Source: an optimization exercise on an open RTL-to-GDS flow (aim: small area and a short achievable clock period). Production flows keep margins and buffers that such runs may drop.
Function was checked by simulation only, so behaviour that the tests miss may differ from the original.
Power is estimated from default activity; no workload was simulated.

==> design.v <==
package wave_capture_pkg;
   typedef enum logic [1:0] {
      IDLE    = 2'd0,
      ARMED   = 2'd1,
      CAPTURE = 2'd2,
      FULL    = 2'd3
   } cap_state_e;
   localparam logic [7:0] OFFSET_XOR = 8'h80;
   localparam int         SAMPLE_MSB = 15;
   localparam int         BYTE_W     = 8;
   function automatic logic [BYTE_W-1:0] to_offset(
      input logic [SAMPLE_MSB:0] s
   );
      to_offset = s[SAMPLE_MSB -: BYTE_W] ^ OFFSET_XOR;
   endfunction
   function automatic logic rising_zc(
      input logic [SAMPLE_MSB:0] prev,
      input logic [SAMPLE_MSB:0] cur
   );
      rising_zc = prev[SAMPLE_MSB] & ~cur[SAMPLE_MSB];
   endfunction
endpackage
module wave_capture_ram
#(
   parameter int ADDR_WIDTH = 8
) (
   input  logic                clk_i,
   input  logic                rst_ni,
   input  logic                we_i,
   input  logic [ADDR_WIDTH:0] waddr_i,
   input  logic [wave_capture_pkg::BYTE_W-1:0]   wdata_i,
   input  logic [ADDR_WIDTH:0] raddr_i,
   output logic [wave_capture_pkg::BYTE_W-1:0]   rdata_o
);
   localparam int DEPTH = 1 << (ADDR_WIDTH + 1);
   logic [wave_capture_pkg::BYTE_W-1:0] mem_q [0:DEPTH-1];
   logic [wave_capture_pkg::BYTE_W-1:0] rdata_q;
   always_ff @(posedge clk_i) begin
      if (we_i) begin
         mem_q[waddr_i] <= wdata_i;
      end
   end
   always_ff @(posedge clk_i or negedge rst_ni) begin
      if (!rst_ni) begin
         rdata_q <= '0;
      end else begin
         rdata_q <= mem_q[raddr_i];
      end
   end
   assign rdata_o = rdata_q;
endmodule
module wave_capture
#(
   parameter int ADDR_WIDTH = 8
) (
   input  logic                  clk,
   input  logic                  reset,
   input  logic                  new_sample,
   input  logic [15:0]           sample_in,
   input  logic                  enable,
   input  logic                  frame_sync,
   input  logic [ADDR_WIDTH-1:0] read_addr,
   output logic [7:0]            read_data,
   output logic                  new_wave,
   output logic [1:0]            capture_state
);
   wave_capture_pkg::cap_state_e            state_q;
   logic [15:0]           prev_q;
   logic [ADDR_WIDTH-1:0] wr_addr_q;
   logic [ADDR_WIDTH-1:0] timeout_q;
   logic                  read_bank_q;
   logic                  new_wave_q;
   logic                  zc;
   logic                  tmo;
   logic                  trig;
   logic                  we;
   logic [ADDR_WIDTH-1:0] waddr;
   assign zc   = wave_capture_pkg::rising_zc(prev_q, sample_in);
   assign tmo  = &timeout_q;
   assign trig = new_sample & (zc | tmo);
   always_comb begin
      we    = 1'b0;
      waddr = wr_addr_q;
      if (enable) begin
         unique case (state_q)
            wave_capture_pkg::ARMED: begin
               we    = trig;
               waddr = '0;
            end
            wave_capture_pkg::CAPTURE: we = new_sample;
            default: we = 1'b0;
         endcase
      end
   end
   always_ff @(posedge clk or negedge reset) begin
      if (!reset) begin
         state_q     <= wave_capture_pkg::IDLE;
         prev_q      <= '0;
         wr_addr_q   <= '0;
         timeout_q   <= '0;
         read_bank_q <= 1'b0;
         new_wave_q  <= 1'b0;
      end else begin
         new_wave_q <= 1'b0;
         if (new_sample) begin
            prev_q <= sample_in;
         end
         if (!enable) begin
            state_q <= wave_capture_pkg::IDLE;
         end else begin
            unique case (state_q)
               wave_capture_pkg::IDLE: begin
                  state_q   <= wave_capture_pkg::ARMED;
                  timeout_q <= '0;
               end
               wave_capture_pkg::ARMED: begin
                  if (new_sample) begin
                     timeout_q <= timeout_q + ADDR_WIDTH'(1);
                  end
                  if (trig) begin
                     wr_addr_q <= ADDR_WIDTH'(1);
                     state_q   <= wave_capture_pkg::CAPTURE;
                  end
               end
               wave_capture_pkg::CAPTURE: begin
                  if (new_sample) begin
                     wr_addr_q <= wr_addr_q + ADDR_WIDTH'(1);
                     if (&wr_addr_q) begin
                        state_q <= wave_capture_pkg::FULL;
                     end
                  end
               end
               wave_capture_pkg::FULL: begin
                  if (frame_sync) begin
                     read_bank_q <= ~read_bank_q;
                     new_wave_q  <= 1'b1;
                     timeout_q   <= '0;
                     state_q     <= wave_capture_pkg::ARMED;
                  end
               end
               default: state_q <= wave_capture_pkg::IDLE;
            endcase
         end
      end
   end
   wave_capture_ram #(
      .ADDR_WIDTH(ADDR_WIDTH)
   ) u_ram (
      .clk_i  (clk),
      .rst_ni (reset),
      .we_i   (we),
      .waddr_i({~read_bank_q, waddr}),
      .wdata_i(wave_capture_pkg::to_offset(sample_in)),
      .raddr_i({read_bank_q, read_addr}),
      .rdata_o(read_data)
   );
   assign new_wave      = new_wave_q;
   assign capture_state = state_q;
endmodule
==> run.sh <==
#!/bin/bash
# synth_recipe.tcl (not shown) runs the flow's synth.tcl, then flattens the netlist and writes it again
# the make line also repeats each setting of config.mk as NAME=value (left out here)
make -C /OpenROAD-flow-scripts/flow DESIGN_CONFIG=/design/flow/config.mk WORK_HOME=/design/flow/orfs CLKGATE_MAP_FILE= SYNTH_SCRIPT=/design/flow/synth_recipe.tcl finish
==> config.mk <==
export PLATFORM = sky130hd
export DESIGN_NAME = wave_capture
export DESIGN_NICKNAME = wave_capture
export VERILOG_FILES = /design/flow/design.v
export SDC_FILE = /design/flow/constraint.sdc
export NUM_CORES = 4
export LEC_CHECK = 0
export CAP_MARGIN = 20
export CORE_MARGIN = 2
export CORE_UTILIZATION = 40
export SLEW_MARGIN = 20
==> constraint.sdc <==
create_clock -name core_clock -period 5.0 [get_ports {clk}]
set_input_delay 1.0000 -clock core_clock [delete_from_list [all_inputs] [get_ports {clk}]]
set_output_delay 1.0000 -clock core_clock [all_outputs]
set_load 0.01 [all_outputs]
==> run summary <==
[final cells by class]
| class | instances | area share, % |
|---|---|---|
| repair buffers | 715 | 3.47 |
| inverters | 12 | 0.0317 |
| flip-flops and latches | 4125 | 66.8 |
| clock inverters | 265 | 1.51 |
| multi-input cells | 3571 | 18.9 |
| diodes | 5 | 0.00675 |
| clock buffers | 483 | 5.70 |
| well taps | 5287 | 3.57 |
[per-stage QoR]
stage          setup TNS [ps]  worst slack, ps  cells
6_report                    0              380  14463
3_3_place_gp             -305             -305  13709
4_1_cts                     0              505  14457
5_1_grt                     0              370  14459
2_1_floorplan        -1225530             -984   8224
3_5_place_dp             -362             -362  13709
[worst max-delay path by stage]
stage,startpoint,end,slack [ps],depth (start not counted)
after CTS,read_bank_q,u_ram.rdata_q[7],500,10
after detailed placement,read_addr[7],u_ram.rdata_q[7],-360,11
after floorplan,sample_in[15],u_ram.mem_q[408][0],-980,8
after global routing,read_bank_q,u_ram.rdata_q[7],370,10
final,read_bank_q,u_ram.rdata_q[7],380,10
after global placement,read_addr[7],u_ram.rdata_q[7],-310,11
[per-layer routing]
metal / global-route usage, % / wire (um) / part of all wire [%] / vias up
li1: - / - / - / 35241
met1: 28.7 / 176000 / 40 / 44466
met2: 33.7 / 207000 / 48 / 3908
met3: 4.17 / 37300 / 8.6 / 735
met4: 6.31 / 14500 / 3.3 / 10
met5: 0 / 74 / 0.017 / -
[report_power, final]
group	total, uW	switching [uW]	internal (uW)
combinational	4530	3050	1480
clock	30700	13100	17600
sequential	38300	175	38100
total	73500	16300	57200
[registers in the layout (all words and copies together) (netlist names)]
signal	count
u_ram.mem_q	4096
timeout_q	8
u_ram.rdata_q	8
wr_addr_q	8
state_q	2
new_wave_q	1
prev_q	1
read_bank_q	1
[cells in the final DEF (no fill, tap or decap), types with 36 or more instances in the layout]
cell type	synthesis	layout
clkbuf_1	237	71
clkinv_2	0	71
a21oi_1	126	126
clkbuf_16	0	410
nor2_1	616	575
buf_12	1	73
nand2_1	180	164
clkinv_1	0	107
buf_4	114	610
mux4_2	681	681
mux2i_1	780	780
o22ai_1	226	226
nor4_1	54	51
nor3_1	199	198
edfxtp_1	4096	4096
o221ai_1	252	252
bufinv_16	0	48
nand4_1	36	36
o21ai_0	137	137
[kinds of logic (layout without fill, tap and decap cells)]
| family | after synthesis | in the layout |
|---|---|---|
| and+or+nand+nor | 1216 | 1216 |
| adders and majority gates | 6 | 6 |
| AOI/OAI and AO/OA | 878 | 878 |
| muxes | 1462 | 1462 |
| buffers and inverters | 528 | 1475 |
| DFF | 4125 | 4125 |
| xor gates and xnor gates | 9 | 9 |
| other | 0 | 5 |
==> summary.md <==
| Metric | Value |
|---|---|
| Final Max Slew Viols | 0 |
| CP delay by family, top | simple AND/OR/NAND/NOR gates |
| Slew @ Worst Pin | 1300 ps |
| Worst Path Arrival | approximately 5500 ps |
| Clk buf depth | 4 |
| Setup crit end kind | register |
| Static Leak | approximately 0.059 uW |
| Post-Syn Instances | 8224 |
| Most used cell, CP | buf_4 |
| TritonRoute pass-1 iters | 6 |
| Crit share post-route | 92.4% |
| Synthesis warning total | 2 |
| Seq/Total Area, Yosys | 76.7% |
| Chip height | ~640 um |
| Pin count of the biggest net entering global routing | 194 |
| Final setup fails | 0 |
| Critical-path cell list | nor2b_2, buf_4, nand3_1, nor3_1, or4_4, a2111oi_4, o2111ai_1, nor4_2, buf_4, a21boi_1 |
| Fill count | 33178 |
| H-tree levels | 5 |
| Cell taking the most area after synthesis | edfxtp_1 |
| MaxCap Viol Count | 0 |
| Routed wire length | ~430 mm |
| Most frequent cells after synthesis | edfxtp_1, mux2i_1, mux4_2 |
| Post-CTS setup buffer count | 0 |
| P per Cell Area | 396 nW/um^2 |
| Minimum hold slack | about 72 ps |
| Relative slew slack | 13.0% |
| Vias | 84360 |
| Root Driver | clkbuf_16 |
| R2R Setup Slk | 380 ps |
| Core area | slightly above 400000 um^2 |
| Largest family of logic cells by synthesized area | multiplexers |
| Crit start category | register |
| Syn_nets | roughly 8300 |
| Initial antenna violation count | 17 |
| Global Route Usage Sum | 20.9% |
| Mean Syn Cell Area | just under 20 um^2 |
| Placed Area | 172000 um^2 |
| HP Class | input port to asynchronous set/reset pin |
| Reg clk slew, reported paths | 70 ps |
| Distinct cells, synth | between 60 and 70 |
| Post-CTS sizing | 0 |
| Crit Path Class | register to register |
| Nets | 8866 |
| Ys async rst share | 0.703% |
| Util after Layout | 46.1% |
| Reg-to-reg critical path startpoint | read_bank_q |
| Vias/cell | 5.83 |
| Ys flop type | edfxtp_1 |
| First-pass GRT wire length | 618 mm |
| Hold Violations, Final | 0 |
| PortBufs | 31 |
| Crit Path Max Fanout | 16 |
| Compound-Gate Fraction of Synth Area | between 3 and 4% |
| Reg2reg path depth | 10 |
| Status | finished clean |
| First-iteration detailed-routing DRC count | 10651 |
| DIE AREA | 408000 um^2 |
| Initial core utilization | 40.1% |
| Clk Latency, worst-skew pair | about 970 ps |
| Share of the synthesized area in the top cell type | 76.3% |
| Min Tclk post-route | approximately 4600 ps |
| Most common cell in the netlist | edfxtp_1 |
| Routability cong. | approximately 0.91 |
| FF+latch count, synth | 4125 |
| XOR/XNOR share of the synthesized area | 0.0489% |
| Clock sink count | between 4000 and 5000 |
| I/O Pins | 40 |
| Post-synthesis mux area share | 14.4% |
| Worst path buffer plus inverter count | 2 |
| Fmax | 216 MHz |
| Post-synth EDFFs | a little over 4000 |
| Reg2reg end | u_ram.rdata_q[7] |
| Dpl hpwl | roughly 270 mm |
| Area contributors post-synth | edfxtp_1, mux4_2, mux2i_1 |
| Area of the multi-input gates | 35100 um^2 |
| Final instance area | 185000 um^2 |
| Max incr delay on CP | 920 ps |
| CP max stage cell | nor4_2 |
| Synth Area in Simple Gates | under 10% |
| TritonCTS clock tree | built |
| RSZ-0062 raised after global routing | no |
| Die W | around 640 um |
| ANT nets after route | 0 |
| Worst Path Required | approximately 5900 ps |
| FP Rows | 233 |
| Post-synthesis instance area | 161000 um^2 |
| Drc violations | 0 |
| Number of global-route vias before repair | 84382 |
| Grt ovf | 0 |
| Fraction of layout instances using a drive strength above 1 | between 20% and 30% |
| Maximum vdd drop | roughly 0.31 mV |
| Post-Synth Adder-Cell Area | 0.0465% |
| TritonCTS Buffers | 406 |
| FF+latch area | 124000 um^2 |
| Synth-to-Final Area Change | 14.9% |
| Total power | approximately 73000 uW |
| Wirelength per Cell | 30.1 um |
| # hold bufs at CTS | 0 |
| Skew final | 66.9 ps |

-- re-timing with driven ports --
In the flow no input, the clock included, has a driving cell. The finished layout below was timed again as built, in two steps. Step 1 assumes that a clkbuf_16 drives the clock port and a buf_2 every other input. Step 2 moves the port delays by t, midway between the first and last clock arrival at a register: inputs arrive t later, outputs are due t later. That takes back most of the time a late clock gives input paths. a / b / c = no drivers / after step 1 / after step 2; a / b = the first two.
t (ns): 1.044
slack for setup (ns): 0.380 / 0.380 / -0.394
hold WS [ns]: 0.072 / -0.006 / 0.511
worst setup path after step 2: input to register
worst slew at a driven data input, ns: 0.15
With both steps, setup timing fails in this run, where it was met with ideal ports. The setup slack of this run moves by 0.000 ns with the drivers and by -0.774 ns with both steps.
